From an optimization exercise on the open Yosys and OpenROAD flow, aimed at small area; shortcuts taken in it are not production practice. Where RTL was checked, it was by simulation tests only, not by an equivalence proof against the original. No functional check of the RTL was part of runs 2 and 6. No activity file was given, so power comes from the tool's default toggle rates.

## config.mk

```make
export PLATFORM = sky130hd
export DESIGN_NAME = memory_pattern_scanner
export DESIGN_NICKNAME = memory_pattern_scanner
export VERILOG_FILES = /design/flow/design.v
export SDC_FILE = /design/flow/constraint.sdc
export NUM_CORES = 4
export LEC_CHECK = 0
export CAP_MARGIN = 20
export CORE_MARGIN = 2
export CORE_UTILIZATION = 65
export SLEW_MARGIN = 20
```

## constraint.sdc

```tcl
create_clock -name core_clock -period 8.0 [get_ports {i_clk}]
set_input_delay 1.6000 -clock core_clock [delete_from_list [all_inputs] [get_ports {i_clk}]]
set_output_delay 1.6000 -clock core_clock [all_outputs]
set_load 0.01 [all_outputs]
```

## design.v

```verilog
package mps_pkg;
    typedef logic [7:0]  t_byte;
    typedef logic [62:0] t_addr;
    localparam int ADDR_W = 63;
    localparam int CFG_DATA_W = 64;
    localparam int CFG_INDEX_W = 3;
    localparam logic [1:0] MODE_CHAR = 2'd0;
    localparam logic [1:0] MODE_NUM  = 2'd1;
    localparam logic [1:0] MODE_STR  = 2'd2;
    localparam logic [CFG_INDEX_W-1:0] REG_SCAN_MODE     = 3'd0;
    localparam logic [CFG_INDEX_W-1:0] REG_CHAR_VALUE    = 3'd1;
    localparam logic [CFG_INDEX_W-1:0] REG_NUMERIC_VALUE = 3'd2;
    localparam logic [CFG_INDEX_W-1:0] REG_PATTERN_LOW   = 3'd3;
    localparam logic [CFG_INDEX_W-1:0] REG_PATTERN_HIGH  = 3'd4;
    localparam logic [CFG_INDEX_W-1:0] REG_PATTERN_LEN   = 3'd5;
    localparam logic [CFG_INDEX_W-1:0] REG_START_ADDR    = 3'd6;
    typedef struct packed {
        logic shift;    
        logic active;   
    } t_cell_ctrl;
endpackage
module mps_cell
(
    input  logic           i_prev,
    input  logic           i_set,
    input  logic           i_zero,
    input  mps_pkg::t_byte i_byte,
    input  mps_pkg::t_byte i_pat_byte,
    output logic           o_hit
);
    assign o_hit = i_prev && (i_set ? (i_byte == i_pat_byte) : i_zero);
endmodule
module memory_pattern_scanner
#(
    parameter int PATTERN_MAX = 16
) (
    input  logic                   i_clk,
    input  logic                   i_rst_n,
    input  logic                   i_in_valid,
    output logic                   o_in_ready,
    input  mps_pkg::t_byte             i_in_data_byte,
    input  logic                   i_in_last_byte,
    output logic                   o_out_valid,
    input  logic                   i_out_ready,
    output mps_pkg::t_addr             o_out_match_address,
    input  logic                   i_cfg_we,
    input  logic [mps_pkg::CFG_INDEX_W-1:0] i_cfg_index,
    input  logic [mps_pkg::CFG_DATA_W-1:0]  i_cfg_data
);
    logic [1:0]   r_scan_mode;
    mps_pkg::t_byte r_char_value;
    logic [6:0]   r_num_value;       
    logic [127:0] r_pattern;
    logic         r_plo_set, r_phi_set;
    logic [3:0]   r_len_m1;          
    mps_pkg::t_addr r_start_addr;
    logic         r_start_set;
    logic [4:0]  len_in;
    logic [3:0]  len_m1_in;
    logic [6:0]  num_in;
    logic        we_mode, we_char, we_num, we_plo, we_phi, we_len, we_start;
    assign len_in = i_cfg_data[4:0];
    assign len_m1_in = (len_in == 5'd0) ? 4'd0 :
                       (len_in[4])      ? 4'd15 : 4'(len_in - 5'd1);
    assign num_in = (i_cfg_data[31:7] == '0) ? i_cfg_data[6:0] : 7'd0;
    assign we_mode  = i_cfg_we && i_cfg_index == mps_pkg::REG_SCAN_MODE;
    assign we_char  = i_cfg_we && i_cfg_index == mps_pkg::REG_CHAR_VALUE;
    assign we_num   = i_cfg_we && i_cfg_index == mps_pkg::REG_NUMERIC_VALUE;
    assign we_plo   = i_cfg_we && i_cfg_index == mps_pkg::REG_PATTERN_LOW;
    assign we_phi   = i_cfg_we && i_cfg_index == mps_pkg::REG_PATTERN_HIGH;
    assign we_len   = i_cfg_we && i_cfg_index == mps_pkg::REG_PATTERN_LEN;
    assign we_start = i_cfg_we && i_cfg_index == mps_pkg::REG_START_ADDR;
    always_ff @(posedge i_clk) begin
        if (!i_rst_n) begin
            r_scan_mode  <= mps_pkg::MODE_CHAR;
            r_char_value <= '0;
            r_num_value  <= '0;
            r_len_m1     <= '0;
            r_plo_set    <= 1'b0;
            r_phi_set    <= 1'b0;
            r_start_set  <= 1'b0;
        end else begin
            if (we_mode)  r_scan_mode  <= i_cfg_data[1:0];
            if (we_char)  r_char_value <= i_cfg_data[7:0];
            if (we_num)   r_num_value  <= num_in;
            if (we_len)   r_len_m1     <= len_m1_in;
            if (we_plo)   r_plo_set    <= 1'b1;
            if (we_phi)   r_phi_set    <= 1'b1;
            if (we_start) r_start_set  <= 1'b1;
        end
    end
    always_ff @(posedge i_clk) begin
        if (we_plo)   r_pattern[63:0]   <= i_cfg_data;
        if (we_phi)   r_pattern[127:64] <= i_cfg_data;
        if (we_start) r_start_addr      <= i_cfg_data[mps_pkg::ADDR_W-1:0];
    end
    logic byte_zero;
    assign byte_zero = (i_in_data_byte == 8'd0);
    logic r_out_valid;
    logic accept;
    assign o_in_ready = !r_out_valid || i_out_ready;
    assign accept     = i_in_valid && o_in_ready;
    logic [PATTERN_MAX-2:0] r_part;
    logic [PATTERN_MAX-1:0] part_next;
    logic [PATTERN_MAX-1:0] part_prev;
    assign part_prev = {r_part, 1'b1};
    for (genvar j = 0; j < PATTERN_MAX; j++) begin : g_stage
        mps_cell u_cell (
            .i_prev     (part_prev[j]),
            .i_set      ((j < 8) ? r_plo_set : r_phi_set),
            .i_zero     (byte_zero),
            .i_byte     (i_in_data_byte),
            .i_pat_byte (r_pattern[j*8 +: 8]),
            .o_hit      (part_next[j])
        );
    end
    logic           r_open;        
    logic [3:0]     r_wait;        
    mps_pkg::t_addr r_last_addr;   
    logic           step;
    assign step = (r_scan_mode != mps_pkg::MODE_STR) || (r_wait == 4'd0);
    logic hit;
    always_comb begin
        unique case (r_scan_mode)
            mps_pkg::MODE_CHAR: hit = (i_in_data_byte == r_char_value);
            mps_pkg::MODE_NUM:  hit = !byte_zero && (i_in_data_byte == {1'b0, r_num_value});
            mps_pkg::MODE_STR:  hit = part_next[r_len_m1];
            default:            hit = 1'b0;
        endcase
    end
    logic keep;
    assign keep = i_rst_n && !i_in_last_byte;
    always_ff @(posedge i_clk) begin
        if (!i_rst_n || accept) begin
            r_part <= part_next[PATTERN_MAX-2:0] & {(PATTERN_MAX-1){keep}};
        end
    end
    always_ff @(posedge i_clk) begin
        if (!i_rst_n) begin
            r_open <= 1'b0;
        end else if (accept) begin
            r_open <= !i_in_last_byte;
        end
    end
    always_ff @(posedge i_clk) begin
        if (accept) begin
            if (!r_open) begin
                r_wait <= r_len_m1;
            end else if (r_wait != 4'd0) begin
                r_wait <= r_wait - 4'd1;
            end
        end
    end
    logic load_start, addr_inc;
    assign load_start = accept && !r_open;
    assign addr_inc   = accept && r_open && step;
    always_ff @(posedge i_clk) begin
        if (load_start) begin
            r_last_addr <= r_start_addr & {mps_pkg::ADDR_W{r_start_set}};
        end else begin
            r_last_addr <= r_last_addr + mps_pkg::ADDR_W'(addr_inc);
        end
    end
    always_ff @(posedge i_clk) begin
        if (!i_rst_n) begin
            r_out_valid <= 1'b0;
        end else if (accept) begin
            r_out_valid <= hit;
        end else if (i_out_ready) begin
            r_out_valid <= 1'b0;
        end
    end
    assign o_out_valid         = r_out_valid;
    assign o_out_match_address = r_last_addr;
endmodule
```

## flow/run.sh

```bash
#!/bin/bash
# The standard layout with these changes:
#  - synthesis maps logic with an area-minded ABC script (abc.script here)
#    in place of ORFS's speed script; everything else in synthesis, and so
#    every register, is as in the standard synthesis;
#  - the port buffers are buf_1;
#  - the clock tree uses clkbuf_8 in larger clusters and no dummy loads.
# Each tool's output stays in orfs/logs; make's own output goes to
# flow_make.log here.
set -euo pipefail
here=$(pwd)
rm -rf "$here/scripts"
cp -r "$FLOW_HOME/scripts" "$here/scripts"
cp "$here/flow/abc.script" "$here/scripts/abc_speed.script"
export BUFFER_PORTS_ARGS="-buffer_cell sky130_fd_sc_hd__buf_1"
export CTS_ARGS="-sink_clustering_enable -repair_clock_nets -dont_use_dummy_load -buf_list sky130_fd_sc_hd__clkbuf_8 -sink_clustering_size 16 -sink_clustering_max_diameter 80"
bash standard.sh SCRIPTS_DIR="$here/scripts" finish > flow_make.log 2>&1
```

## flow/abc.script

```
&get -n
&st
&dch
&nf -R 1000
&st
&syn4
&dch
&nf -R 1000
&st
&syn4
&dch
&nf -R 1000
&put
topo
dnsize -c
```

## standard.sh

```bash
#!/bin/bash
# synth_recipe.tcl (not shown) runs the flow's synth.tcl, then flattens the netlist and writes it again
# the make line also repeats each setting of config.mk as NAME=value (left out here)
make -C /OpenROAD-flow-scripts/flow DESIGN_CONFIG=/design/flow/config.mk WORK_HOME=/design/flow/orfs CLKGATE_MAP_FILE= SYNTH_SCRIPT=/design/flow/synth_recipe.tcl "${@:-finish}"
```

==> results_dict.tcl, run 1 <==
set metrics [dict create \
    dr.pass1.iters 5 \
    track_usage 0.2886 \
    cap_viol_max_count 0 \
    outcome "finished clean" \
    crit_slowest_cell "or2_0" \
    crit_path_frequent_cell "nor2_1" \
    ir_drop_uv 161.7 \
    period_needed_ns 5.115 \
    fmax_mhz 195.5 \
    critPathTopFamily "simple AND/OR/NAND/NOR gates" \
    slew_headroom 0.3441 \
    ant_nets 0 \
    hpwl_um 18890 \
    netlist.top_cell.by_area "edfxtp_1" \
    critPathMaxFanout 10 \
    endpoint "r_last_addr[57]" \
    die_width_um 141.2 \
    grt_pass1_wl_um 44210 \
    rows 50 \
    ys_top_cells_by_count "edfxtp_1, nand2_1, dfxtp_1" \
    r2r-end "r_last_addr[57]" \
    critPathRequiredTime_ns 8.41 \
    ctsHoldBuffers 0 \
    rsz0062_at_grt "false" \
    setup-violations-final 0 \
    nets 1240 \
    numCtsBuffers 22 \
    stdcell_area_sq_um 13500 \
    powerDensity_nw_per_um2 193.4 \
    cts_resized 0 \
    htree_levels 1 \
    ff2ff_path_depth 20 \
    leakage_nw 4.289 \
    synthToLayoutAreaGrowth_pct 10.36 \
    syn-num-nets 1057 \
    route.detailed.drc 0 \
    drt-wirelength-per-cell_um 20.58 \
    netlist_top_cells_area "edfxtp_1, dfxtp_1, xnor2_1" \
    clkTransAtPathRegs_ns 0.10 \
    worstHoldPathType "flip-flop to flip-flop" \
    fp.coreArea_sq_um 18580 \
    synth_async_sr_flop_share 0 \
    yosysWarningCount 1 \
    dp.cells 1364 \
    die_h_um 141.2 \
    antenna_found_initial 0 \
    ys.flop_type "edfxtp_1" \
    syn_inst 971 \
    synthesis.area_sq_um 12230 \
    synth_top_area_frac 0.5155 \
    layout-drive-gt1-share 0.03559 \
    ys_types 45 \
    critPathBufInv 2 \
    gr-total-overflow 0 \
    synth-edff-count 210 \
    tns_ns 0 \
    yosysMostFrequentCell "edfxtp_1" \
    stdcell_count 1386 \
    cp_slowest_stage_delay_ns 0.40 \
    placed_area_sq_um 13200 \
    cp_cell_sequence "buf_1 -> nand2b_1 -> nand2_1 -> nor2_1 -> ha_1 -> nand3_1 -> nor2_1 -> and3_1 -> and3_1 -> and3_1 -> nor2b_1 -> buf_4 -> nand2_1 -> nor2_1 -> nand4_1 -> or2_0 -> nor2_1 -> xnor2_1 -> o21ai_0" \
    synth_area_per_cell_sq_um 12.60 \
    clkLatencyLatePin_ns 0.54 \
    cts_tree "yes" \
    drt_iter0_drc 743 \
    start_kind "input port" \
    grt_pass1_vias 8149 \
    grt_max_degree 66 \
    diodes 0 \
    cts_root_buf "clkbuf_8" \
    cp.depth 19 \
    io_buffers 145 \
    crit_path_end_kind "flip-flop" \
    slew_viol_final 0 \
    startpoint "i_out_ready" \
    dieArea_sq_um 19930 \
    crit_type "input port to flip-flop" \
    tightest_slew_ns 0.9751 \
    period_share 0.6394 \
    cts.sinks 299 \
    crit_arrival_ns 5.52 \
    synth.ff_latch_count 299 \
    cts_setup_buffers 0 \
    r2r-start "r_wait[0]" \
    hold_violations 0 \
    ff2ff_setup_slack_ns 3.17 \
    gp_congestion 0.8543 \
    start_util 0.6583 \
    finalClockSkew_ns 0.03078 \
    num_vias 8576 \
    ys_seq_area_frac 0.6612 \
    ios 146 \
    vias_per_cell 6.188 \
    wirelength_um 28530 \
    ctsLongestPathBuffers 3 \
]
==> sequential cells by signal, summed over array words and instances (netlist names) <==
register	count
r_open	1
r_part	15
r_wait	4
r_start_addr	63
r_num_value	7
r_start_set	1
r_last_addr	63
r_char_value	8
r_len_m1	4
r_plo_set	1
r_out_valid	1
r_scan_mode	2
r_pattern	128
r_phi_set	1
==> cells by family (layout without fill, tap and decap cells) <==
logic type               Yosys count  count (layout)  synth area share
flip-flops                       299             299            0.6612
AND/OR/NAND/NOR                  291             291            0.1152
AO/OA/AOI/OAI                    209             209            0.1107
XOR/XNOR                         137             137           0.09810
buffers and inverters             29             210          0.008899
adder cells (fa/ha/maj)            5               5          0.005115
multiplexers                       1               1         0.0008184
==> power by group <==
group          leakage (nW)  switching [mW]  internal (mW)  total (mW)
clock network         0.158           0.447          0.248       0.695
registers              2.66          0.0294           1.70        1.73
logic                  1.47           0.119         0.0622       0.182
==> final cells by class <==
| class | count | area, sq um |
|---|---|---|
| clock buffer | 22 | 302.8 |
| fill | 1305 | 5081 |
| inverter | 29 | 108.9 |
| multi-input combinational | 643 | 4058 |
| sequential | 299 | 8088 |
| tap | 234 | 292.8 |
| timing repair buffer | 159 | 649.4 |
==> layout by cell type (no fill, tap or decap), types with 20 or more instances in the layout <==
cell type and instances:
nor4_1 20, nand2_1 102, nor2_1 49, buf_1 145, nand3_1 35, o21ai_0 81, a21oi_1 25, xor2_1 61
and3_1 24, clkbuf_8 22, clkinv_1 29, edfxtp_1 210, xnor2_1 76, dfxtp_1 89
==> worst min-delay path by stage <==
stage,from,to,slack (ns),cells after the start
CTS,r_start_addr[20],r_last_addr[20],0.44,2
global placement,r_start_addr[33],r_last_addr[33],0.41,2
detailed placement,r_start_addr[6],r_last_addr[6],0.43,2
finish,r_start_addr[20],r_last_addr[20],0.44,2
floorplan,r_start_addr[23],r_last_addr[23],0.41,2
global route,r_start_addr[20],r_last_addr[20],0.46,2
==> worst reg2reg max path: cells and delay by family (launching register included) <==
family / cells / cell delay (ns)
adder cells (fa/ha/maj): 2 / 0.37
XOR/XNOR: 1 / 0.13
buffers and inverters: 2 / 0.24
AO/OA/AOI/OAI: 2 / 0.17
AND/OR/NAND/NOR: 13 / 3.34
flip-flops: 1 / 0.43
==> per-layer routing <==
layer / up-vias / track usage / share of wire
li1: 3999 / - / -
met1: 4164 / 0.4125 / 0.43
met2: 362 / 0.4727 / 0.48
met3: 51 / 0.04042 / 0.074
met4: 0 / 0.07632 / 0.024
met5: - / 0 / 0
==> through the flow <==
step	worst slack [ns]	hold slack, ns	power, mW	util
final	2.885	0.4413	2.610	0.7265
after global routing	2.587	0.4630	2.696	0.7265
after CTS	2.933	0.4406	2.622	0.7265
after detailed placement	2.394	0.4258	1.949	0.7102
after global placement	2.489	0.4125	1.944	0.7102
after floorplan	1.316	0.4081	1.853	-
==> inputs of run 2 (changes only) <==
--- a/design.v
+++ b/design.v
@@ -20,15 +20,16 @@
     } t_cell_ctrl;
 endpackage
 module mps_cell
-(
-    input  logic           i_prev,
-    input  logic           i_set,
-    input  logic           i_zero,
-    input  mps_pkg::t_byte i_byte,
-    input  mps_pkg::t_byte i_pat_byte,
-    output logic           o_hit
+#(
+    parameter int W = 1
+) (
+    input  logic         i_sel_a,
+    input  logic         i_sel_b,
+    input  logic [W-1:0] i_a,
+    input  logic [W-1:0] i_b,
+    output logic [W-1:0] o_y
 );
-    assign o_hit = i_prev && (i_set ? (i_byte == i_pat_byte) : i_zero);
+    assign o_y = ({W{i_sel_a}} & i_a) | ({W{i_sel_b}} & i_b);
 endmodule
 module memory_pattern_scanner
 #(
@@ -51,10 +52,8 @@
     mps_pkg::t_byte r_char_value;
     logic [6:0]   r_num_value;       
     logic [127:0] r_pattern;
-    logic         r_plo_set, r_phi_set;
     logic [3:0]   r_len_m1;          
     mps_pkg::t_addr r_start_addr;
-    logic         r_start_set;
     logic [4:0]  len_in;
     logic [3:0]  len_m1_in;
     logic [6:0]  num_in;
@@ -76,23 +75,30 @@
             r_char_value <= '0;
             r_num_value  <= '0;
             r_len_m1     <= '0;
-            r_plo_set    <= 1'b0;
-            r_phi_set    <= 1'b0;
-            r_start_set  <= 1'b0;
         end else begin
             if (we_mode)  r_scan_mode  <= i_cfg_data[1:0];
             if (we_char)  r_char_value <= i_cfg_data[7:0];
             if (we_num)   r_num_value  <= num_in;
             if (we_len)   r_len_m1     <= len_m1_in;
-            if (we_plo)   r_plo_set    <= 1'b1;
-            if (we_phi)   r_phi_set    <= 1'b1;
-            if (we_start) r_start_set  <= 1'b1;
         end
     end
+    logic [127:0]   pattern_d;
+    mps_pkg::t_addr start_d;
+    mps_cell #(.W(64)) u_hold_plo (
+        .i_sel_a (i_rst_n && we_plo), .i_sel_b (i_rst_n && !we_plo),
+        .i_a (i_cfg_data), .i_b (r_pattern[63:0]), .o_y (pattern_d[63:0])
+    );
+    mps_cell #(.W(64)) u_hold_phi (
+        .i_sel_a (i_rst_n && we_phi), .i_sel_b (i_rst_n && !we_phi),
+        .i_a (i_cfg_data), .i_b (r_pattern[127:64]), .o_y (pattern_d[127:64])
+    );
+    mps_cell #(.W(mps_pkg::ADDR_W)) u_hold_start (
+        .i_sel_a (i_rst_n && we_start), .i_sel_b (i_rst_n && !we_start),
+        .i_a (i_cfg_data[mps_pkg::ADDR_W-1:0]), .i_b (r_start_addr), .o_y (start_d)
+    );
     always_ff @(posedge i_clk) begin
-        if (we_plo)   r_pattern[63:0]   <= i_cfg_data;
-        if (we_phi)   r_pattern[127:64] <= i_cfg_data;
-        if (we_start) r_start_addr      <= i_cfg_data[mps_pkg::ADDR_W-1:0];
+        r_pattern    <= pattern_d;
+        r_start_addr <= start_d;
     end
     logic byte_zero;
     assign byte_zero = (i_in_data_byte == 8'd0);
@@ -105,14 +111,7 @@
     logic [PATTERN_MAX-1:0] part_prev;
     assign part_prev = {r_part, 1'b1};
     for (genvar j = 0; j < PATTERN_MAX; j++) begin : g_stage
-        mps_cell u_cell (
-            .i_prev     (part_prev[j]),
-            .i_set      ((j < 8) ? r_plo_set : r_phi_set),
-            .i_zero     (byte_zero),
-            .i_byte     (i_in_data_byte),
-            .i_pat_byte (r_pattern[j*8 +: 8]),
-            .o_hit      (part_next[j])
-        );
+        assign part_next[j] = part_prev[j] && (i_in_data_byte == r_pattern[j*8 +: 8]);
     end
     logic           r_open;        
     logic [3:0]     r_wait;        
@@ -130,10 +129,13 @@
     end
     logic keep;
     assign keep = i_rst_n && !i_in_last_byte;
+    logic [PATTERN_MAX-2:0] part_d;
+    mps_cell #(.W(PATTERN_MAX-1)) u_pick_part (
+        .i_sel_a (accept && keep), .i_sel_b (i_rst_n && !accept),
+        .i_a (part_next[PATTERN_MAX-2:0]), .i_b (r_part), .o_y (part_d)
+    );
     always_ff @(posedge i_clk) begin
-        if (!i_rst_n || accept) begin
-            r_part <= part_next[PATTERN_MAX-2:0] & {(PATTERN_MAX-1){keep}};
-        end
+        r_part <= part_d;
     end
     always_ff @(posedge i_clk) begin
         if (!i_rst_n) begin
@@ -154,12 +156,22 @@
     logic load_start, addr_inc;
     assign load_start = accept && !r_open;
     assign addr_inc   = accept && r_open && step;
+    mps_pkg::t_addr last_addr_d;
+    mps_pkg::t_addr addr_next;
+    always_comb begin
+        logic carry;
+        carry = addr_inc;
+        for (int i = 0; i < mps_pkg::ADDR_W; i++) begin
+            addr_next[i] = r_last_addr[i] ^ carry;
+            carry        = carry & r_last_addr[i];
+        end
+    end
+    mps_cell #(.W(mps_pkg::ADDR_W)) u_pick_addr (
+        .i_sel_a (load_start), .i_sel_b (!load_start),
+        .i_a (r_start_addr), .i_b (addr_next), .o_y (last_addr_d)
+    );
     always_ff @(posedge i_clk) begin
-        if (load_start) begin
-            r_last_addr <= r_start_addr & {mps_pkg::ADDR_W{r_start_set}};
-        end else begin
-            r_last_addr <= r_last_addr + mps_pkg::ADDR_W'(addr_inc);
-        end
+        r_last_addr <= last_addr_d;
     end
     always_ff @(posedge i_clk) begin
         if (!i_rst_n) begin
--- a/config.mk
+++ b/config.mk
@@ -9,3 +9,4 @@
 export CORE_MARGIN = 2
 export CORE_UTILIZATION = 65
 export SLEW_MARGIN = 20
+export SYNTH_HIERARCHICAL = 1
==> run 2 against run 1 <==
Compared with the run above:
- hold slack better by 0.041 ns
- clock skew hardly changed
- critical endpoint is now r_last_addr[62]
- clock power hardly changed
- cell count is 1.4% higher
- die area is 6.1% lower
- the layout now fails its checks (setup timing)
- routed wire length is 5.9% higher
- highest routed layer unchanged
- largest power group unchanged
==> results_dict.tcl, run 2 <==
set metrics [dict create \
    outcome "complete, but fails checks" \
    violations "setup timing" \
    reg_top3 "r_pattern x128, r_last_addr x63, r_start_addr x63" \
    fp.coreArea_sq_um 17300 \
    largest_reg_flops 128 \
    tns_ns -41.35 \
    num_vias 9353 \
    hold_violations 0 \
    pre_cts_ws_ns -4.077 \
    grt_pass1_vias 9178 \
    numCtsBuffers 22 \
    rows 48 \
    ff2ff_setup_slack_ns -2.91 \
    layout-drive-gt1-share 0.1118 \
    diodes 0 \
    hold_slack_ns 0.4825 \
    synth_top_family_by_area "compound AO/OA/AOI/OAI gates" \
    htree_levels 1 \
    final-seq-area_sq_um 5966 \
    finalClockSkew_ns 0.03068 \
    antenna_found_initial 0 \
    fillers 1141 \
    syn_inst 978 \
    critPathBufInv 1 \
    critPathTopFamily "adder cells" \
    synthAdderAreaFrac 0.07201 \
    synth_async_sr_flop_share 0 \
    synth-edff-count 4 \
    gr-total-overflow 0 \
    io_buffers 145 \
    slew_viol_final 0 \
    total_power_mw 2.465 \
    drt_iter0_drc 749 \
    syn-num-nets 1125 \
    gp_congestion 0.8528 \
    ys_seq_area_frac 0.5202 \
    die_width_um 136.8 \
    ys_types 44 \
    muxShareOfSynthArea 0 \
    crit_slowest_cell "a22o_1" \
    netlist.top_cell.by_area "dfxtp_1" \
    start_kind "input port" \
    wirelength_um 30220 \
    grt_max_degree 65 \
    ant_nets 0 \
    tightest_slew_ns 0.9527 \
    ys_top_cells_by_count "dfxtp_1, a22o_1, ha_1" \
    cap_viol_max_count 0 \
    ys.flop_type "dfxtp_1" \
    synthToLayoutAreaGrowth_pct 19.79 \
    ir_drop_uv 142.1 \
    cts_setup_buffers 0 \
    ios 146 \
    synthXorXnorAreaFrac 0.06262 \
    clkTransAtPathRegs_ns 0.10 \
    crit_path_frequent_cell "ha_4" \
    synth_area_per_cell_sq_um 11.73 \
    dieArea_sq_um 18720 \
    period_share 1.433 \
    nets 1330 \
    cts.sinks 296 \
    synth.ff_latch_count 296 \
    die_h_um 136.8 \
    multiInputGateArea_sq_um 6264 \
    mostFrequentLayoutCells "dfxtp_1, a22o_1, buf_1" \
    cts_tree "yes" \
    slew_headroom 0.3649 \
    powerDensity_nw_per_um2 179.4 \
    fmax_mhz 87.25 \
    cts_root_buf "clkbuf_8" \
    start_util 0.6630 \
    synth_simple_gate_area_share 0.05215 \
    route.detailed.drc 0 \
    synth_top_area_frac 0.5097 \
    yosysMostFrequentCell "dfxtp_1" \
    critPathMaxFanout 2 \
    track_usage 0.3203 \
    hpwl_um 19630 \
    setup-violations-final 23 \
    worstHoldPathType "flip-flop to flip-flop" \
    ctsLongestPathBuffers 3 \
    vias_per_cell 6.652 \
    synth_compound_area_frac 0.2835 \
    final_common_cell "dfxtp_1" \
    period_needed_ns 11.46 \
    largest-register "r_pattern" \
    drt-wirelength-per-cell_um 21.50 \
    grt_pass1_wl_um 47590 \
    dr.pass1.iters 5 \
    cp_slowest_stage_delay_ns 0.18 \
    synthesis.area_sq_um 11470 \
    crit_arrival_ns 11.89 \
    rsz0062_at_grt "true" \
    crit_type "input port to flip-flop" \
    critPathRequiredTime_ns 8.43 \
    worst_slack_ns -3.462 \
    yosysWarningCount 7 \
    netlist_top_cells_area "dfxtp_1, a22o_1, ha_1" \
    leakage_nw 5.084 \
    clkLatencyLatePin_ns 0.55 \
    crit_path_end_kind "flip-flop" \
]
==> run 2: cell families after synthesis <==
kind of cell,Yosys count
buf+inv,29
xor+xnor,82
flops,296
compound gates,395
simple gates,110
fa+ha+maj,66
==> run 2: layout make-up <==
class                      count  area share
clock buffer                  22     0.02204
tap                          225     0.02049
inverter                      29    0.008015
sequential                   296      0.4342
multi-input combinational    653      0.4559
timing repair buffer         181     0.05929
==> run 2: worst paths after layout <==
path,endpoint,cells past startpoint,startpoint
setup reg to reg,r_last_addr[62],68,r_wait[0]
hold reg to reg,r_part[12],1,r_part[12]
setup / recovery,r_last_addr[62],68,i_out_ready
hold / removal,r_part[12],1,r_part[12]
==> run 2: report_power, final <==
| part | switching [mW] | internal, mW | total, mW |
|---|---|---|---|
| clock | 0.446 | 0.248 | 0.694 |
| combinational | 0.149 | 0.0820 | 0.231 |
| sequential | 0.0290 | 1.51 | 1.54 |
==> run 2: what timing repair did <==
item	CTS	global route
hold buffers	0	0
gates resized for setup	1	3
endpoints found under the setup margin	23	24
pin swaps	0	3
==> run 2: routing by layer <==
| layer | part of all wire | wire [um] | GRT usage | vias up |
|---|---|---|---|---|
| met2 | 0.47 | 14120 | 0.5258 | 402 |
| met1 | 0.44 | 13450 | 0.4419 | 4592 |
| met3 | 0.064 | 1949 | 0.04074 | 58 |
| met5 | 0 | 0 | 0 | - |
| met4 | 0.024 | 712 | 0.1019 | 0 |
| li1 | - | - | - | 4301 |
==> run 2: through the flow <==
| step | instances | util | instance area, sq um |
|---|---|---|---|
| 2_1_floorplan | 978 | - | 12250 |
| 3_3_place_gp | 1384 | 0.7748 | 13400 |
| 3_5_place_dp | 1384 | 0.7748 | 13400 |
| 4_1_cts | 1406 | 0.7928 | 13710 |
| 5_1_grt | 1406 | 0.7943 | 13740 |
| 6_report | 1406 | 0.7943 | 13740 |
==> run 2: worst register-to-register path: cells and delay by family, from the launching register on <==
family | cells | cell delay (ns)
adders and majority gates | 63 | 9.75
DFF | 1 | 0.37
AOI/OAI and AO/OA | 2 | 0.25
xor gates and xnor gates | 1 | 0.14
and+or+nand+nor | 1 | 0.11
buffers and inverters | 1 | 0.09
==> inputs of run 3 (changes only) <==
--- a/design.v
+++ b/design.v
@@ -157,18 +157,9 @@
     assign load_start = accept && !r_open;
     assign addr_inc   = accept && r_open && step;
     mps_pkg::t_addr last_addr_d;
-    mps_pkg::t_addr addr_next;
-    always_comb begin
-        logic carry;
-        carry = addr_inc;
-        for (int i = 0; i < mps_pkg::ADDR_W; i++) begin
-            addr_next[i] = r_last_addr[i] ^ carry;
-            carry        = carry & r_last_addr[i];
-        end
-    end
     mps_cell #(.W(mps_pkg::ADDR_W)) u_pick_addr (
         .i_sel_a (load_start), .i_sel_b (!load_start),
-        .i_a (r_start_addr), .i_b (addr_next), .o_y (last_addr_d)
+        .i_a (r_start_addr), .i_b (r_last_addr + mps_pkg::ADDR_W'(addr_inc)), .o_y (last_addr_d)
     );
     always_ff @(posedge i_clk) begin
         r_last_addr <= last_addr_d;
==> run 3 against run 2 <==
Compared with the run above:
- the run now finishes clean
- clock power is 0.6% higher
- non-clock buffer count is 18 lower
- flip-flop and latch count stayed put
- routed wire length is 1.9% higher
- critical endpoint is now r_last_addr[60]
- largest power group unchanged
- highest routed layer unchanged
==> results_dict.tcl, run 3 <==
set metrics [dict create \
    fp.coreArea_sq_um 17780 \
    yosysWarningCount 7 \
    powerDensity_nw_per_um2 192.6 \
    worstHoldPathType "flip-flop to flip-flop" \
    cts_resized 0 \
    crit_path_end_kind "flip-flop" \
    rows 49 \
    clkLatencyLatePin_ns 0.55 \
    synth_top_area_frac 0.4999 \
    ios 146 \
    cap_viol_max_count 0 \
    ctsLongestPathBuffers 3 \
    synth_compound_area_frac 0.2793 \
    finalClockSkew_ns 0.03482 \
    netlist.top_cell.by_area "dfxtp_1" \
    cts_setup_buffers 0 \
    start_util 0.6577 \
    netlist_top_cells_area "dfxtp_1, a22o_1, xor2_1" \
    critPathMaxFanout 5 \
    antenna_found_initial 0 \
    gr-total-overflow 0 \
    drt-wirelength-per-cell_um 20.65 \
    crit_type "input port to flip-flop" \
    synthToLayoutAreaGrowth_pct 11.16 \
    ys_seq_area_frac 0.5102 \
    ys.flop_type "dfxtp_1" \
    fin_util 0.7311 \
    die_h_um 138.1 \
    slew_headroom 0.2646 \
    dr.pass1.iters 8 \
    ys_types 46 \
    cts.sinks 296 \
    diodes 0 \
    ir_drop_uv 147.9 \
    dieArea_sq_um 19080 \
    tns_ns 0 \
    cts_tree "yes" \
    synthXorXnorAreaFrac 0.1004 \
    die_width_um 138.1 \
    fillers 1405 \
    ys_top_cells_by_count "dfxtp_1, a22o_1, xor2_1" \
    gp_congestion 0.8375 \
    fmax_mhz 163.0 \
    syn_inst 1077 \
    synth_simple_gate_area_share 0.09362 \
    tightest_slew_ns 1.098 \
    grt_max_degree 65 \
    grt_pass1_vias 9288 \
    synthAdderAreaFrac 0.005350 \
    ff2ff_path_depth 22 \
    clkTransAtPathRegs_ns 0.10 \
    outcome "finished clean" \
    leakage_nw 4.929 \
    numCtsBuffers 22 \
    hpwl_um 19950 \
    largest-register "r_pattern" \
    ctsHoldBuffers 0 \
    final_common_cell "dfxtp_1" \
    drt_iter0_drc 908 \
    hold_violations 0 \
    largest_reg_flops 128 \
    start_kind "input port" \
    synth_area_per_cell_sq_um 10.86 \
    io_buffers 145 \
    muxShareOfSynthArea 0 \
    synthesis.area_sq_um 11690 \
    hold_slack_ns 0.4661 \
    htree_levels 1 \
    synth_async_sr_flop_share 0 \
    slew_viol_final 0 \
    cts_root_buf "clkbuf_8" \
    grt_pass1_wl_um 49000 \
    syn-num-nets 1163 \
    synth_top_family_by_area "compound AO/OA/AOI/OAI gates" \
    nets 1350 \
    track_usage 0.3095 \
    period_share 0.7671 \
    mostFrequentLayoutCells "dfxtp_1, a22o_1, buf_1" \
    wirelength_um 30800 \
    period_needed_ns 6.137 \
    hold_path_depth 1 \
    rsz0062_at_grt "false" \
    synth-edff-count 4 \
    reg_top3 "r_pattern x128, r_last_addr x63, r_start_addr x63" \
    vias_per_cell 6.615 \
    route.detailed.drc 0 \
    crit_arrival_ns 6.57 \
    yosysMostFrequentCell "dfxtp_1" \
    synth.ff_latch_count 296 \
    layout-drive-gt1-share 0.03883 \
    ant_nets 0 \
    num_vias 9863 \
    setup-violations-final 0 \
    critPathRequiredTime_ns 8.44 \
]
run 3: cell types whose count changed after synthesis, moves of 6 or more:
cell      change
a21oi_1       -6
and3_1       +14
clkinv_1      +6
ha_1         -61
nand2_1      +39
nand3_1       +9
nand4_1      +11
nor2_1       +22
xnor2_1      +26
xor2_1       +26
run 3: worst paths after layout:
check	to	slack [ns]	start
worst max-delay path	r_last_addr[60]	1.86	i_out_ready
worst min-delay path	r_last_addr[16]	0.47	r_start_addr[16]
worst max register to register	r_last_addr[60]	2.23	r_open
worst min register to register	r_last_addr[16]	0.47	r_start_addr[16]
run 3: routing by layer:
layer | GRT usage | share of wire
met2 | 0.5029 | 0.47
met5 | 0 | 0
met4 | 0.09560 | 0.022
met1 | 0.4369 | 0.44
met3 | 0.03741 | 0.069
run 3: through the flow:
stage               instance area (sq um)  power [mW]  cells  setup WS, ns
floorplan                           11690       1.719   1077         1.908
global placement                    12690       1.830   1469         1.523
detailed placement                  12690       1.835   1469         1.279
CTS                                 13000       2.509   1491         1.828
global route                        13000       2.586   1491         1.329
finish                              13000       2.503   1491         1.863
run 3: area by class of cell:
class                   count  area (sq um)  share of cell area
clock buffers              22         302.8             0.02329
inverters                  35         131.4             0.01011
multi-input cells         746          5633              0.4333
flip-flops and latches    296          5966              0.4589
well taps                 229         286.5             0.02204
repair buffers            163         679.4             0.05227
run 3: where the power goes:
group | switching, mW | internal [mW]
Clock | 0.450 | 0.248
Sequential | 0.0410 | 1.52
Combinational | 0.155 | 0.0873
Total | 0.646 | 1.86
run 3: kinds of logic after synthesis:
logic type | Yosys count
AO/OA/AOI/OAI | 392
flip-flops | 296
AND/OR/NAND/NOR | 215
XOR/XNOR | 134
buffers and inverters | 35
adder cells (fa/ha/maj) | 5
run 3: worst max-delay path, stage by stage:
cell	delay (ns)
buf_1	0.06
nand2b_1	0.14
nand2_1	0.14
nor2_1	0.20
ha_1	0.21
ha_1	0.19
and3_1	0.20
and3_1	0.21
and3_1	0.20
and3_1	0.27
clkinv_1	0.09
nor2_1	0.26
clkinv_1	0.13
nor3_1	0.43
nand4_1	0.34
nor2_1	0.28
and4_1	0.31
nand4_1	0.31
nor3_1	0.48
nand3_1	0.16
xnor2_1	0.17
a22o_1	0.18
==> inputs of run 4 (changes only) <==
--- a/design.v
+++ b/design.v
@@ -157,9 +157,27 @@
     assign load_start = accept && !r_open;
     assign addr_inc   = accept && r_open && step;
     mps_pkg::t_addr last_addr_d;
+    mps_pkg::t_addr addr_next;
+    localparam int AB = 8;
+    localparam int NB = (mps_pkg::ADDR_W + AB - 1) / AB;
+    logic [NB:0] block_carry;
+    assign block_carry[0] = addr_inc;
+    for (genvar k = 0; k < NB; k++) begin : g_addr_block
+        localparam int LO = k * AB;
+        localparam int HI = (LO + AB < mps_pkg::ADDR_W) ? LO + AB : mps_pkg::ADDR_W;
+        assign block_carry[k+1] = block_carry[k] && (&r_last_addr[HI-1:LO]);
+        always_comb begin
+            logic carry;
+            carry = block_carry[k];
+            for (int i = LO; i < HI; i++) begin
+                addr_next[i] = r_last_addr[i] ^ carry;
+                carry        = carry & r_last_addr[i];
+            end
+        end
+    end
     mps_cell #(.W(mps_pkg::ADDR_W)) u_pick_addr (
         .i_sel_a (load_start), .i_sel_b (!load_start),
-        .i_a (r_start_addr), .i_b (r_last_addr + mps_pkg::ADDR_W'(addr_inc)), .o_y (last_addr_d)
+        .i_a (r_start_addr), .i_b (addr_next), .o_y (last_addr_d)
     );
     always_ff @(posedge i_clk) begin
         r_last_addr <= last_addr_d;
--- a/flow/abc.script
+++ b/flow/abc.script
@@ -1,5 +1,9 @@
 &get -n
 &st
+&dch
+&nf -R 1000
+&st
+&syn4
 &dch
 &nf -R 1000
 &st
==> run 4 against run 3 <==
Compared with the run above:
- global-route usage grew 0.44 points
- largest cell class unchanged
- routed wire length fell by 2.0%
- cell count fell by 5.2%
- non-clock buffer count is 2 lower
- die area shrank 0.79%
- sequential share of layout area up 0.37 points
- critical path type unchanged
- critical path depth is 5 lower
- first-iteration DRC count fell by 16%
- hold slack about the same
- via count fell by 5.5%
==> results_dict.tcl, run 4 <==
set metrics [dict create \
    outcome "finished clean" \
    gp_congestion 0.8041 \
    synth_top_area_frac 0.5040 \
    largest-register "r_pattern" \
    worstHoldPathType "flip-flop to flip-flop" \
    crit_type "input port to flip-flop" \
    reg_top3 "r_pattern x128, r_last_addr x63, r_start_addr x63" \
    ys_seq_area_frac 0.5143 \
    dieArea_sq_um 18930 \
    syn-num-nets 1145 \
    layout-drive-gt1-share 0.03956 \
    leakage_nw 5.171 \
    syn_inst 1005 \
    rsz0062_at_grt "false" \
    p_clk_frac 0.279 \
    nets 1330 \
    power_switching_mw 0.6403 \
    final_common_cell "dfxtp_1" \
    combPwrFrac 0.097 \
    synth_area_per_cell_sq_um 11.54 \
    cts.sinks 296 \
    start_kind "input port" \
    die_width_um 137.6 \
    ant_nets 0 \
    synth_async_sr_flop_share 0 \
    cts_resized 0 \
    grt_pass1_wl_um 46750 \
    synth-edff-count 4 \
    clkTransAtPathRegs_ns 0.10 \
    num_vias 9318 \
    synthToLayoutAreaGrowth_pct 11.18 \
    finalClockSkew_ns 0.04795 \
    ios 146 \
    die_h_um 137.6 \
    cts_tree "yes" \
    critPathRequiredTime_ns 8.44 \
    clkLatencyLatePin_ns 0.54 \
    fmax_mhz 187.5 \
    ctsHoldBuffers 0 \
    slew_viol_final 0 \
    wirelength_um 30170 \
    period_share 0.6665 \
    diodes 0 \
    dr.pass1.iters 5 \
    hold_path_depth 1 \
    largest_reg_flops 128 \
    track_usage 0.3138 \
    yosysMostFrequentCell "dfxtp_1" \
    slew_headroom 0.2696 \
    period_needed_ns 5.332 \
    htree_levels 1 \
    tightest_slew_ns 1.091 \
    final-seq-area_sq_um 5966 \
    critPathMaxFanout 4 \
    total_power_mw 2.496 \
    grt_pass1_vias 8767 \
    ff2ff_path_depth 19 \
    drt_iter0_drc 763 \
    sw_frac_of_total 0.2565 \
    cts_root_buf "clkbuf_8" \
    cellInternalPower_mw 1.856 \
    cap_viol_max_count 0 \
    crit_path_end_kind "flip-flop" \
    netlist_top_cells_area "dfxtp_1, a22o_1, ha_1" \
    crit_arrival_ns 5.77 \
    ys_top_cells_by_count "dfxtp_1, a22o_1, ha_1" \
    fp.coreArea_sq_um 17360 \
    multiInputGateArea_sq_um 5555 \
    setup-violations-final 0 \
    mostFrequentLayoutCells "dfxtp_1, a22o_1, buf_1" \
    io_buffers 145 \
    yosysWarningCount 7 \
    hpwl_um 19320 \
    ys_types 43 \
    netlist.top_cell.by_area "dfxtp_1" \
    powerDensity_nw_per_um2 193.6 \
    ys.flop_type "dfxtp_1" \
    fillers 1297 \
    synth.ff_latch_count 296 \
    hold_violations 0 \
    grt_max_degree 65 \
    ctsLongestPathBuffers 3 \
    tns_ns 0 \
    ir_drop_uv 167.8 \
    rows 48 \
    vias_per_cell 6.594 \
    cts_setup_buffers 0 \
    start_util 0.6683 \
    gr-total-overflow 0 \
    synthesis.area_sq_um 11600 \
    drt-wirelength-per-cell_um 21.35 \
    numCtsBuffers 22 \
    antenna_found_initial 0 \
    route.detailed.drc 0 \
    p_seq_frac 0.624 \
]
run 4: cell types whose count changed after synthesis, sizes merged, moves of 7 or more:
cell,change
nand3,-8
xor2,-22
xnor2,-21
nor2,-19
and3,-14
o2bb2ai,+7
ha,+54
nand2,-29
run 4: worst paths after layout:
kind,from,to,slack (ns)
max,i_out_ready,r_last_addr[61],2.67
min,r_start_addr[18],r_last_addr[18],0.47
max reg2reg,r_wait[0],r_last_addr[61],3.12
min reg2reg,r_start_addr[18],r_last_addr[18],0.47
run 4: metal layers:
metal,up-vias,share of wire,GRT usage
met1,4593,0.46,0.4506
met4,0,0.021,0.07847
met2,344,0.46,0.5014
li1,4336,-,-
met3,45,0.065,0.04268
met5,-,0,0
run 4: kinds of logic (layout without fill, tap and decap cells):
kind of cell	after synthesis	count (layout)	synth area share
AND/OR/NAND/NOR	145	145	0.06753
XOR/XNOR	91	91	0.06872
adder cells (fa/ha/maj)	59	59	0.06365
AO/OA/AOI/OAI	384	384	0.2761
flip-flops	296	296	0.5143
buffers and inverters	30	213	0.009709
run 4: through the flow:
stage,hold WS [ns],cells,instance area [sq um],worst slack (ns),util
floorplan,0.4326,1005,11600,1.907,-
global placement,0.4453,1390,12570,2.292,0.7243
detailed placement,0.4541,1391,12590,2.115,0.7255
CTS,0.4542,1413,12890,2.688,0.7429
global route,0.4851,1413,12890,2.433,0.7429
finish,0.4665,1413,12890,2.668,0.7429
run 4: layout make-up:
| cell class | count | share of cell area |
|---|---|---|
| clock buffers | 22 | 0.02348 |
| well taps | 225 | 0.02183 |
| multi-input cells | 679 | 0.4308 |
| repair buffers | 161 | 0.05249 |
| inverters | 30 | 0.008733 |
| flip-flops and latches | 296 | 0.4626 |
run 4: power by group through the flow:
stage / sequential, mW / combinational [mW] / clock [mW]
2_1_floorplan: 1.59 / 0.126 / 0
3_3_place_gp: 1.59 / 0.232 / 0
3_5_place_dp: 1.59 / 0.238 / 0
4_1_cts: 1.56 / 0.239 / 0.705
5_1_grt: 1.56 / 0.263 / 0.753
6_report: 1.56 / 0.241 / 0.697
run 4: worst max-delay path, cell delays in order:
cell	delay, ns
buf_1	0.06
nand2b_1	0.16
nand4_1	0.14
or3_1	0.49
or3_1	0.45
nor3_1	0.32
nand2_1	0.19
or3_1	0.46
nor3_1	0.48
and4_1	0.27
ha_1	0.14
ha_1	0.15
ha_1	0.15
ha_1	0.14
ha_1	0.14
ha_1	0.22
a22o_1	0.19
==> inputs of run 5 (changes only) <==
==> flow/abc.script (replaced) <==
&get -n
&st
&dch
&nf -R 1000
&st
&syn4
&dch
&nf -R 1000
&st
&syn4
&dch
&nf -R 1000
&put
topo
dnsize -c
==> run 5 against run 4 <==
Compared with the run above:
- via count increased by 1.2%
- critical path depth unchanged
- largest power group unchanged
- setup slack improved by 0.025 ns
- sequential share of layout area about the same
==> results_dict.tcl, run 5 <==
set metrics [dict create \
    outcome "finished clean" \
    period_needed_ns 5.307 \
    crit_arrival_ns 5.77 \
    htree_levels 1 \
    track_usage 0.3194 \
    slew_viol_final 0 \
    critPathMaxFanout 4 \
    synth_top_area_frac 0.5038 \
    cap_viol_max_count 0 \
    met3WireLength_um 2455 \
    synth_async_sr_flop_share 0 \
    fp.coreArea_sq_um 17360 \
    grt_pass1_wl_um 47070 \
    gr-total-overflow 0 \
    largest_reg_flops 128 \
    yosysWarningCount 7 \
    gp_congestion 0.8676 \
    diodes 0 \
    rsz0062_at_grt "false" \
    synthToLayoutAreaGrowth_pct 11.06 \
    syn_inst 1011 \
    cts_setup_buffers 0 \
    rows 48 \
    die_h_um 137.6 \
    hold_violations 0 \
    dr.pass1.iters 6 \
    powerDensity_nw_per_um2 193.8 \
    grt_pass1_vias 8639 \
    cts_tree "yes" \
    start_util 0.6685 \
    largest-register "r_pattern" \
    cts_root_buf "clkbuf_8" \
    clkTransAtPathRegs_ns 0.10 \
    reg_top3 "r_pattern x128, r_last_addr x63, r_start_addr x63" \
    wirelength_um 30480 \
    finalClockSkew_ns 0.05873 \
    ios 146 \
    stdcell_area_sq_um 12890 \
    ctsHoldBuffers 0 \
    synth.ff_latch_count 296 \
    vias_per_cell 6.643 \
    synth_area_per_cell_sq_um 11.48 \
    drt_iter0_drc 847 \
    wirelength_met1_um 13720 \
    layout-drive-gt1-share 0.03936 \
    synth-edff-count 4 \
    ir_drop_uv 167.7 \
    dp.cells 1397 \
    ant_nets 0 \
    clkLatencyLatePin_ns 0.56 \
    worstHoldPathType "flip-flop to flip-flop" \
    tns_ns 0 \
    fin_util 0.7424 \
    cts_resized 0 \
    drt-wirelength-per-cell_um 21.48 \
    crit_path_end_kind "flip-flop" \
    netlist_top_cells_area "dfxtp_1, a22o_1, ha_1" \
    ys_types 47 \
    hpwl_um 19420 \
    hold_slack_ns 0.4767 \
    synthesis.area_sq_um 11600 \
    syn-num-nets 1151 \
    yosysMostFrequentCell "dfxtp_1" \
    io_buffers 145 \
    top_layer "met4" \
    start_kind "input port" \
    fmax_mhz 188.4 \
    mostFrequentLayoutCells "dfxtp_1, a22o_1, buf_1" \
    numCtsBuffers 22 \
    tightest_slew_ns 1.029 \
    grt_max_degree 65 \
    slew_headroom 0.3112 \
    stdcell_count 1419 \
    critPathRequiredTime_ns 8.46 \
    period_share 0.6634 \
    ys_seq_area_frac 0.5142 \
    die_width_um 137.6 \
    ctsLongestPathBuffers 3 \
    num_vias 9427 \
    placed_area_sq_um 12580 \
    ys_top_cells_by_count "dfxtp_1, a22o_1, xor2_1" \
    dieArea_sq_um 18940 \
    setup-violations-final 0 \
    fillers 1304 \
    ys.flop_type "dfxtp_1" \
    crit_type "input port to flip-flop" \
    antenna_found_initial 0 \
    route.met2.wl_um 13660 \
    netlist.top_cell.by_area "dfxtp_1" \
    route.detailed.drc 0 \
    final_common_cell "dfxtp_1" \
    nets 1336 \
    cts.sinks 296 \
    leakage_nw 5.212 \
]
==> run 5: changes by cell type after synthesis, moves of 3 or more <==
cell and change:
xnor2_1 -13, o2bb2ai_1 -9, xor2_1 +9, clkinv_1 +7
o22ai_1 +5, a222oi_1 +3
==> run 5: path summary, 6_finish.rpt <==
kind                                        from  slack (ns)  cells past startpoint               to
worst min register to register  r_start_addr[39]        0.48                      1  r_last_addr[39]
worst min-delay path            r_start_addr[39]        0.48                      1  r_last_addr[39]
worst max register to register         r_wait[0]        3.17                     19  r_last_addr[61]
worst max-delay path                 i_out_ready        2.69                     17  r_last_addr[61]
==> run 5: logic make-up (layout without fill, tap and decap cells) <==
kind of cell / Yosys count / count (layout) / synth area share
and+or+nand+nor: 146 / 146 / 0.06870
adders and majority gates: 59 / 59 / 0.06363
DFF: 296 / 296 / 0.5142
AOI/OAI and AO/OA: 386 / 386 / 0.2759
xor gates and xnor gates: 87 / 87 / 0.06567
buffers and inverters: 37 / 220 / 0.01197
==> run 5: final cells by class <==
| cell class | instances | area, sq um | area share |
|---|---|---|---|
| sequential | 296 | 5966 | 0.4630 |
| multi-input combinational | 678 | 5533 | 0.4294 |
| timing repair buffer | 161 | 664.4 | 0.05156 |
| clock buffer | 22 | 302.8 | 0.02350 |
| tap | 225 | 281.5 | 0.02185 |
| inverter | 37 | 138.9 | 0.01078 |
==> run 5: report_power, final <==
part           internal (mW)  leakage [nW]  total, mW  switching (mW)
sequential              1.52          2.41       1.56          0.0362
combinational         0.0848          2.65      0.240           0.156
clock                  0.248         0.158      0.698           0.450
total                   1.85          5.21       2.50           0.642
==> run 5: per-layer routing <==
metal  track usage  up-vias
met5             0        -
met4       0.07102        0
met3       0.04893       49
met2        0.5055      395
met1        0.4618     4625
li1              -     4358
==> run 5: through the flow <==
| step | power, mW | setup WS [ns] |
|---|---|---|
| after floorplan | 1.714 | 1.907 |
| after global placement | 1.823 | 2.397 |
| after detailed placement | 1.828 | 2.116 |
| after CTS | 2.499 | 2.704 |
| after global routing | 2.583 | 2.379 |
| final | 2.497 | 2.693 |
==> run 5: worst max-delay path: stages <==
cell      delay [ns]
buf_1           0.06
nand2b_1        0.15
nand4_1         0.15
or3_1           0.52
or3_1           0.43
nor3_1          0.34
nand2_1         0.13
or3_1           0.48
nor3_1          0.47
and4_1          0.29
ha_1            0.15
ha_1            0.14
ha_1            0.16
ha_1            0.15
ha_1            0.16
ha_1            0.22
a22o_1          0.19
==> inputs of run 6 (changes only) <==
--- a/design.v
+++ b/design.v
@@ -144,14 +144,13 @@
             r_open <= !i_in_last_byte;
         end
     end
+    logic [3:0] wait_d;
+    mps_cell #(.W(4)) u_pick_wait (
+        .i_sel_a (accept && !r_open), .i_sel_b (!(accept && !r_open)),
+        .i_a (r_len_m1), .i_b (r_wait - 4'(accept && r_wait != 4'd0)), .o_y (wait_d)
+    );
     always_ff @(posedge i_clk) begin
-        if (accept) begin
-            if (!r_open) begin
-                r_wait <= r_len_m1;
-            end else if (r_wait != 4'd0) begin
-                r_wait <= r_wait - 4'd1;
-            end
-        end
+        r_wait <= wait_d;
     end
     logic load_start, addr_inc;
     assign load_start = accept && !r_open;
==> run 6 against run 5 <==
Compared with the run above:
- still clean
- flip-flop and latch count stayed put
- register-to-register slack worse by 0.14 ns
- clock skew fell by 0.023 ns
- global-route usage is 0.51 points lower
- largest cell class unchanged
==> results_dict.tcl, run 6 <==
set metrics [dict create \
    start_kind "input port" \
    placed_area_sq_um 12560 \
    ant_nets 0 \
    rows 48 \
    critPathTopFamily "simple AND/OR/NAND/NOR gates" \
    clkTransAtPathRegs_ns 0.09 \
    nets 1333 \
    synth_simple_gate_area_share 0.06508 \
    drt_iter0_drc 758 \
    leakage_nw 5.230 \
    synthToLayoutAreaGrowth_pct 11.30 \
    cts_root_buf "clkbuf_8" \
    powerDensity_nw_per_um2 196.3 \
    netlist.top_cell.by_area "dfxtp_1" \
    synth.ff_latch_count 296 \
    hpwl_um 19380 \
    route.detailed.drc 0 \
    num_vias 9420 \
    grt_pass1_wl_um 46660 \
    critPathBufInv 1 \
    synthAdderAreaFrac 0.06389 \
    grt_max_degree 68 \
    drt-wirelength-per-cell_um 21.39 \
    ys_top_cells_by_count "dfxtp_1, a22o_1, ha_1" \
    ir_drop_uv 174.7 \
    crit_type "input port to flip-flop" \
    synthXorXnorAreaFrac 0.06140 \
    start_util 0.6657 \
    period_needed_ns 5.333 \
    crit_path_end_kind "flip-flop" \
    synthesis.area_sq_um 11550 \
    crit_arrival_ns 5.74 \
    worstHoldPathType "flip-flop to flip-flop" \
    ios 146 \
    dieArea_sq_um 18860 \
    final_common_cell "dfxtp_1" \
    track_usage 0.3143 \
    dr.pass1.iters 5 \
    cap_viol_max_count 0 \
    fillers 1292 \
    hold_slack_ns 0.4538 \
    reg_top3 "r_pattern x128, r_last_addr x63, r_start_addr x63" \
    tightest_slew_ns 1.252 \
    stdcell_area_sq_um 12860 \
    fin_util 0.7410 \
    hold_violations 0 \
    syn_inst 1005 \
    rsz0062_at_grt "false" \
    htree_levels 1 \
    synth_async_sr_flop_share 0 \
    io_buffers 145 \
    cts_setup_buffers 0 \
    numCtsBuffers 22 \
    largest_reg_flops 128 \
    synth_top_area_frac 0.5128 \
    yosysMostFrequentCell "dfxtp_1" \
    syn-num-nets 1145 \
    outcome "finished clean" \
    die_width_um 137.3 \
    ctsLongestPathBuffers 3 \
    cp_slowest_stage_delay_ns 0.49 \
    gr-total-overflow 0 \
    yosysWarningCount 7 \
    slew_headroom 0.1439 \
    final-seq-area_sq_um 5926 \
    finalClockSkew_ns 0.03531 \
    diodes 0 \
    synth_compound_area_frac 0.2854 \
    fmax_mhz 187.5 \
    muxShareOfSynthArea 0 \
    ys.flop_type "dfxtp_1" \
    antenna_found_initial 0 \
    slew_viol_final 0 \
    largest-register "r_pattern" \
    synth_area_per_cell_sq_um 11.50 \
    ys_seq_area_frac 0.5128 \
    ctsHoldBuffers 0 \
    grt_pass1_vias 8784 \
    netlist_top_cells_area "dfxtp_1, a22o_1, ha_1" \
    setup-violations-final 0 \
    cp_cell_sequence "buf_1 -> nand2b_1 -> nand4_1 -> or3_1 -> or3_1 -> nor3_1 -> nand2_1 -> or3_1 -> nor3_1 -> and4_1 -> ha_1 -> ha_1 -> ha_1 -> ha_1 -> ha_1 -> ha_1 -> a22o_1" \
    gp_congestion 0.9022 \
    critPathMaxFanout 4 \
    clkLatencyLatePin_ns 0.55 \
    critPathRequiredTime_ns 8.41 \
    tns_ns 0 \
    mostFrequentLayoutCells "dfxtp_1, a22o_1, buf_1" \
    fp.coreArea_sq_um 17360 \
    synth-edff-count 0 \
    crit_path_frequent_cell "ha_1" \
    crit_slowest_cell "or3_1" \
    vias_per_cell 6.653 \
    period_share 0.6666 \
    layout-drive-gt1-share 0.04198 \
    cts_tree "yes" \
    multiInputGateArea_sq_um 5533 \
    synth_top_family_by_area "compound AO/OA/AOI/OAI gates" \
    ys_types 44 \
    cts.sinks 296 \
    die_h_um 137.3 \
    cts_resized 0 \
    wirelength_um 30290 \
]
-- run 6: cells by family (layout without fill, tap and decap cells) --
kind of cell,count (synthesis),after routing
XOR/XNOR,81,81
buffers and inverters,35,221
AO/OA/AOI/OAI,397,397
adder cells (fa/ha/maj),59,59
AND/OR/NAND/NOR,137,137
flip-flops,296,296
-- run 6: cell type report --
class	instances	area share
Clock buffer	22	0.02354
Multi-Input combinational cell	674	0.4302
Tap cell	225	0.02189
Timing Repair Buffer	164	0.05341
Inverter	35	0.01021
Sequential cell	296	0.4607
-- run 6: per-layer routing --
layer | routed length (um) | global-route usage | vias up
met1 | 13870 | 0.4399 | 4672
met4 | 547 | 0.08133 | 0
met5 | 0 | 0 | -
met3 | 1959 | 0.04415 | 40
li1 | - | - | 4366
met2 | 13920 | 0.5133 | 342
-- run 6: where the power goes --
group | internal [mW] | switching, mW | total (mW)
Combinational | 0.0992 | 0.168 | 0.268
Clock | 0.248 | 0.445 | 0.693
Sequential | 1.52 | 0.0406 | 1.56
-- run 6: stage by stage --
| step | cells | setup slack (ns) | power [mW] |
|---|---|---|---|
| floorplan | 1005 | 1.678 | 1.742 |
| global placement | 1394 | 2.321 | 1.854 |
| detailed placement | 1394 | 2.172 | 1.861 |
| CTS | 1416 | 2.710 | 2.534 |
| global route | 1416 | 2.499 | 2.617 |
| finish | 1416 | 2.667 | 2.525 |
-- run 6: worst paths after layout --
| kind | startpoint | to | slack, ns | cells after the start |
|---|---|---|---|---|
| max | i_out_ready | r_last_addr[61] | 2.67 | 17 |
| min | r_start_addr[62] | r_last_addr[62] | 0.45 | 1 |
| max reg2reg | r_wait[3] | r_last_addr[61] | 3.03 | 16 |
| min reg2reg | r_start_addr[62] | r_last_addr[62] | 0.45 | 1 |
==> inputs of run 7 (changes only) <==
--- a/design.v
+++ b/design.v
@@ -84,15 +84,15 @@
     end
     logic [127:0]   pattern_d;
     mps_pkg::t_addr start_d;
-    mps_cell #(.W(64)) u_hold_plo (
+    mps_cell #(.W(64)) u_pick_plo (
         .i_sel_a (i_rst_n && we_plo), .i_sel_b (i_rst_n && !we_plo),
         .i_a (i_cfg_data), .i_b (r_pattern[63:0]), .o_y (pattern_d[63:0])
     );
-    mps_cell #(.W(64)) u_hold_phi (
+    mps_cell #(.W(64)) u_pick_phi (
         .i_sel_a (i_rst_n && we_phi), .i_sel_b (i_rst_n && !we_phi),
         .i_a (i_cfg_data), .i_b (r_pattern[127:64]), .o_y (pattern_d[127:64])
     );
-    mps_cell #(.W(mps_pkg::ADDR_W)) u_hold_start (
+    mps_cell #(.W(mps_pkg::ADDR_W)) u_pick_start (
         .i_sel_a (i_rst_n && we_start), .i_sel_b (i_rst_n && !we_start),
         .i_a (i_cfg_data[mps_pkg::ADDR_W-1:0]), .i_b (r_start_addr), .o_y (start_d)
     );
@@ -159,12 +159,14 @@
     mps_pkg::t_addr addr_next;
     localparam int AB = 8;
     localparam int NB = (mps_pkg::ADDR_W + AB - 1) / AB;
-    logic [NB:0] block_carry;
+    logic [NB-1:0] block_carry;
     assign block_carry[0] = addr_inc;
     for (genvar k = 0; k < NB; k++) begin : g_addr_block
         localparam int LO = k * AB;
         localparam int HI = (LO + AB < mps_pkg::ADDR_W) ? LO + AB : mps_pkg::ADDR_W;
-        assign block_carry[k+1] = block_carry[k] && (&r_last_addr[HI-1:LO]);
+        if (k + 1 < NB) begin : g_pass
+            assign block_carry[k+1] = block_carry[k] && (&r_last_addr[HI-1:LO]);
+        end
         always_comb begin
             logic carry;
             carry = block_carry[k];
--- a/config.mk
+++ b/config.mk
@@ -8,5 +8,6 @@
 export CAP_MARGIN = 20
 export CORE_MARGIN = 2
 export CORE_UTILIZATION = 65
+export GPL_TIMING_DRIVEN = 0
 export SLEW_MARGIN = 20
 export SYNTH_HIERARCHICAL = 1
==> run 7 against run 6 <==
Compared with the run above:
- register-to-register slack got worse by 0.15 ns
- still clean on timing, DRC and antenna
- via count decreased by 1.2%
- critical path type unchanged
- setup slack got worse by 0.20 ns
- area after synthesis unchanged
- cell count decreased by 0.64%
- critical endpoint is now r_last_addr[62]
- hold slack improved by 0.0070 ns
==> results_dict.tcl, run 7 <==
set metrics [dict create \
    synth_top_family_by_area "compound AO/OA/AOI/OAI gates" \
    grt_pass1_vias 8733 \
    diodes 0 \
    leakage_nw 5.248 \
    ys.flop_type "dfxtp_1" \
    top_layer "met5" \
    hold_path_depth 1 \
    netlist_top_cells_area "dfxtp_1, a22o_1, ha_1" \
    ctsLongestPathBuffers 3 \
    mostFrequentLayoutCells "dfxtp_1, a22o_1, buf_1" \
    synthToLayoutAreaGrowth_pct 12.04 \
    hold_violations 0 \
    netlist.top_cell.by_area "dfxtp_1" \
    finalClockSkew_ns 0.03386 \
    power_switching_mw 0.6507 \
    clkLatencyLatePin_ns 0.54 \
    outcome "finished clean" \
    route.met2.wl_um 13870 \
    layout-drive-gt1-share 0.03892 \
    wirelength_um 29570 \
    die_width_um 137.3 \
    ios 146 \
    numCtsBuffers 22 \
    yosysWarningCount 7 \
    yosysMostFrequentCell "dfxtp_1" \
    met3WireLength_um 1882 \
    largest_reg_flops 128 \
    ys_top_cells_by_count "dfxtp_1, a22o_1, ha_1" \
    period_needed_ns 5.534 \
    synthAdderAreaFrac 0.06389 \
    sw_frac_of_total 0.2579 \
    synthXorXnorAreaFrac 0.06140 \
    wirelength_met1_um 13250 \
    p_seq_frac 0.620 \
    syn-num-nets 1145 \
    synthesis.area_sq_um 11550 \
    dr.pass1.iters 5 \
    synth_area_per_cell_sq_um 11.50 \
    slew_headroom 0.2482 \
    synth-edff-count 0 \
    ff2ff_path_depth 17 \
    drt_iter0_drc 696 \
    die_h_um 137.3 \
    cts_setup_buffers 0 \
    period_share 0.6918 \
    cts.sinks 296 \
    crit_arrival_ns 6.02 \
    fillers 1273 \
    gp_congestion 0.9111 \
    largest-register "r_pattern" \
    synth.ff_latch_count 296 \
    ys_seq_area_frac 0.5128 \
    powerDensity_nw_per_um2 194.9 \
    drt-wirelength-per-cell_um 21.02 \
    fmax_mhz 180.7 \
    synth_simple_gate_area_share 0.06508 \
    synth_compound_area_frac 0.2854 \
    critPathRequiredTime_ns 8.48 \
    grt_pass1_wl_um 45960 \
    rows 48 \
    gr-total-overflow 0 \
    dieArea_sq_um 18860 \
    cts_resized 0 \
    htree_levels 1 \
    syn_inst 1005 \
    cts_root_buf "clkbuf_8" \
    tightest_slew_ns 1.099 \
    ctsHoldBuffers 0 \
    setup-violations-final 0 \
    crit_type "input port to flip-flop" \
    nets 1324 \
    placed_area_sq_um 12640 \
    start_kind "input port" \
    ant_nets 0 \
    muxShareOfSynthArea 0 \
    slew_viol_final 0 \
    grt_max_degree 65 \
    fp.coreArea_sq_um 17360 \
    cap_viol_max_count 0 \
    rsz0062_at_grt "false" \
    crit_path_end_kind "flip-flop" \
    hold_slack_ns 0.4608 \
    reg_top3 "r_pattern x128, r_last_addr x63, r_start_addr x63" \
    critPathMaxFanout 4 \
    start_util 0.6657 \
    num_vias 9306 \
    clkTransAtPathRegs_ns 0.09 \
    cts_tree "yes" \
    stdcell_count 1407 \
    cellInternalPower_mw 1.872 \
    synth_top_area_frac 0.5128 \
    combPwrFrac 0.107 \
    stdcell_area_sq_um 12950 \
    vias_per_cell 6.614 \
    route.detailed.drc 0 \
    ys_types 44 \
    final_common_cell "dfxtp_1" \
    antenna_found_initial 1 \
    hpwl_um 19690 \
    worstHoldPathType "flip-flop to flip-flop" \
    ir_drop_uv 163.3 \
    p_clk_frac 0.274 \
    io_buffers 145 \
    synth_async_sr_flop_share 0 \
    track_usage 0.3079 \
    dp.cells 1385 \
]
==> run 7: cell counts after synthesis <==
No cell type changed its count.
==> run 7: cells by family (layout without fill, tap and decap cells) <==
family	after synthesis	count (layout)
AOI/OAI and AO/OA	397	397
DFF	296	296
and+or+nand+nor	137	137
xor gates and xnor gates	81	81
adders and majority gates	59	59
buffers and inverters	35	212
==> run 7: through the flow <==
| step | TNS, ns | setup WS (ns) | util | power (mW) |
|---|---|---|---|---|
| after CTS | 0 | 2.458 | 0.7458 | 2.528 |
| after global placement | -80.86 | -1.311 | 0.7133 | 1.846 |
| after global routing | 0 | 2.276 | 0.7459 | 2.611 |
| final | 0 | 2.466 | 0.7459 | 2.523 |
| after floorplan | 0 | 1.678 | - | 1.742 |
| after detailed placement | 0 | 1.945 | 0.7284 | 1.863 |
==> run 7: power by group through the flow <==
stage / clock [mW] / combinational (mW) / sequential (mW)
after global routing: 0.747 / 0.293 / 1.57
final: 0.690 / 0.269 / 1.56
after global placement: 0 / 0.251 / 1.60
after CTS: 0.698 / 0.268 / 1.56
after detailed placement: 0 / 0.267 / 1.60
after floorplan: 0 / 0.148 / 1.59
==> run 7: path summary, 6_finish.rpt <==
| check | start | end | slack, ns |
|---|---|---|---|
| worst min-delay path | r_start_addr[59] | r_last_addr[59] | 0.46 |
| worst max register to register | r_wait[2] | r_last_addr[62] | 2.88 |
| worst min register to register | r_start_addr[59] | r_last_addr[59] | 0.46 |
| worst max-delay path | i_out_ready | r_last_addr[62] | 2.47 |
==> run 7: area by class of cell <==
cell class	instances	area (sq um)	area share
Inverter	35	132.6	0.01024
Sequential cell	296	5926	0.4577
Multi-Input combinational cell	674	5550	0.4287
Timing Repair Buffer	155	753.2	0.05818
Clock buffer	22	302.8	0.02339
Tap cell	225	281.5	0.02175
==> run 7: routing by layer <==
metal / track usage / up-vias
met5: 0 / -
met4: 0.06529 / 2
met3: 0.04157 / 54
met2: 0.5227 / 326
met1: 0.4209 / 4572
li1: - / 4352
==> run 7: worst max-delay path, stage by stage <==
cell      delay (ns)
buf_1           0.06
nand2b_1        0.19
nand4_1         0.18
or3_1           0.47
or3_1           0.45
nor3_1          0.42
nand2_1         0.19
or3_1           0.50
nor3_1          0.34
and4_1          0.34
ha_1            0.19
ha_1            0.14
ha_1            0.15
ha_1            0.14
ha_1            0.15
ha_1            0.16
xor2_1          0.17
a22o_1          0.15

-- afterwards: timing with drivers on the ports --
The results above use ideal ports. As a check the final layouts listed here were re-extracted and re-timed, cells and wires unchanged.
Step 1 sets driving cells, clkbuf_16 on the clock port and buf_2 on the other inputs (assumed; they add their load-dependent delay and slew).
Step 2 also shifts input and output timing later by t, the mid clock arrival at the registers, as if the neighbouring blocks saw the same clock.
Slacks: ideal / step 1 / step 2; pairs: ideal / step 1.
run | t, ns | slack for setup (ns) | clock arrival spread, ns | slew at the worst register clock pin (ns)
run 1 | 0.573 | 2.885 / 2.905 / 2.332 | 0.031 / 0.031 | 0.11 / 0.11
run 2 | 0.581 | -3.462 / -3.438 / -4.019 | 0.032 / 0.031 | 0.10 / 0.10
run 3 | 0.579 | 1.863 / 1.876 / 1.298 | 0.041 / 0.041 | 0.11 / 0.11
run 4 | 0.564 | 2.668 / 2.685 / 2.121 | 0.049 / 0.049 | 0.11 / 0.11
run 5 | 0.576 | 2.693 / 2.711 / 2.135 | 0.060 / 0.060 | 0.10 / 0.10
run 6 | 0.574 | 2.667 / 2.682 / 2.109 | 0.037 / 0.037 | 0.10 / 0.10
run 7 | 0.573 | 2.466 / 2.485 / 1.912 | 0.034 / 0.034 | 0.10 / 0.10
For run 3, which loses most, drivers alone change the setup slack by +0.013 ns; drivers and shift together by -0.565 ns.
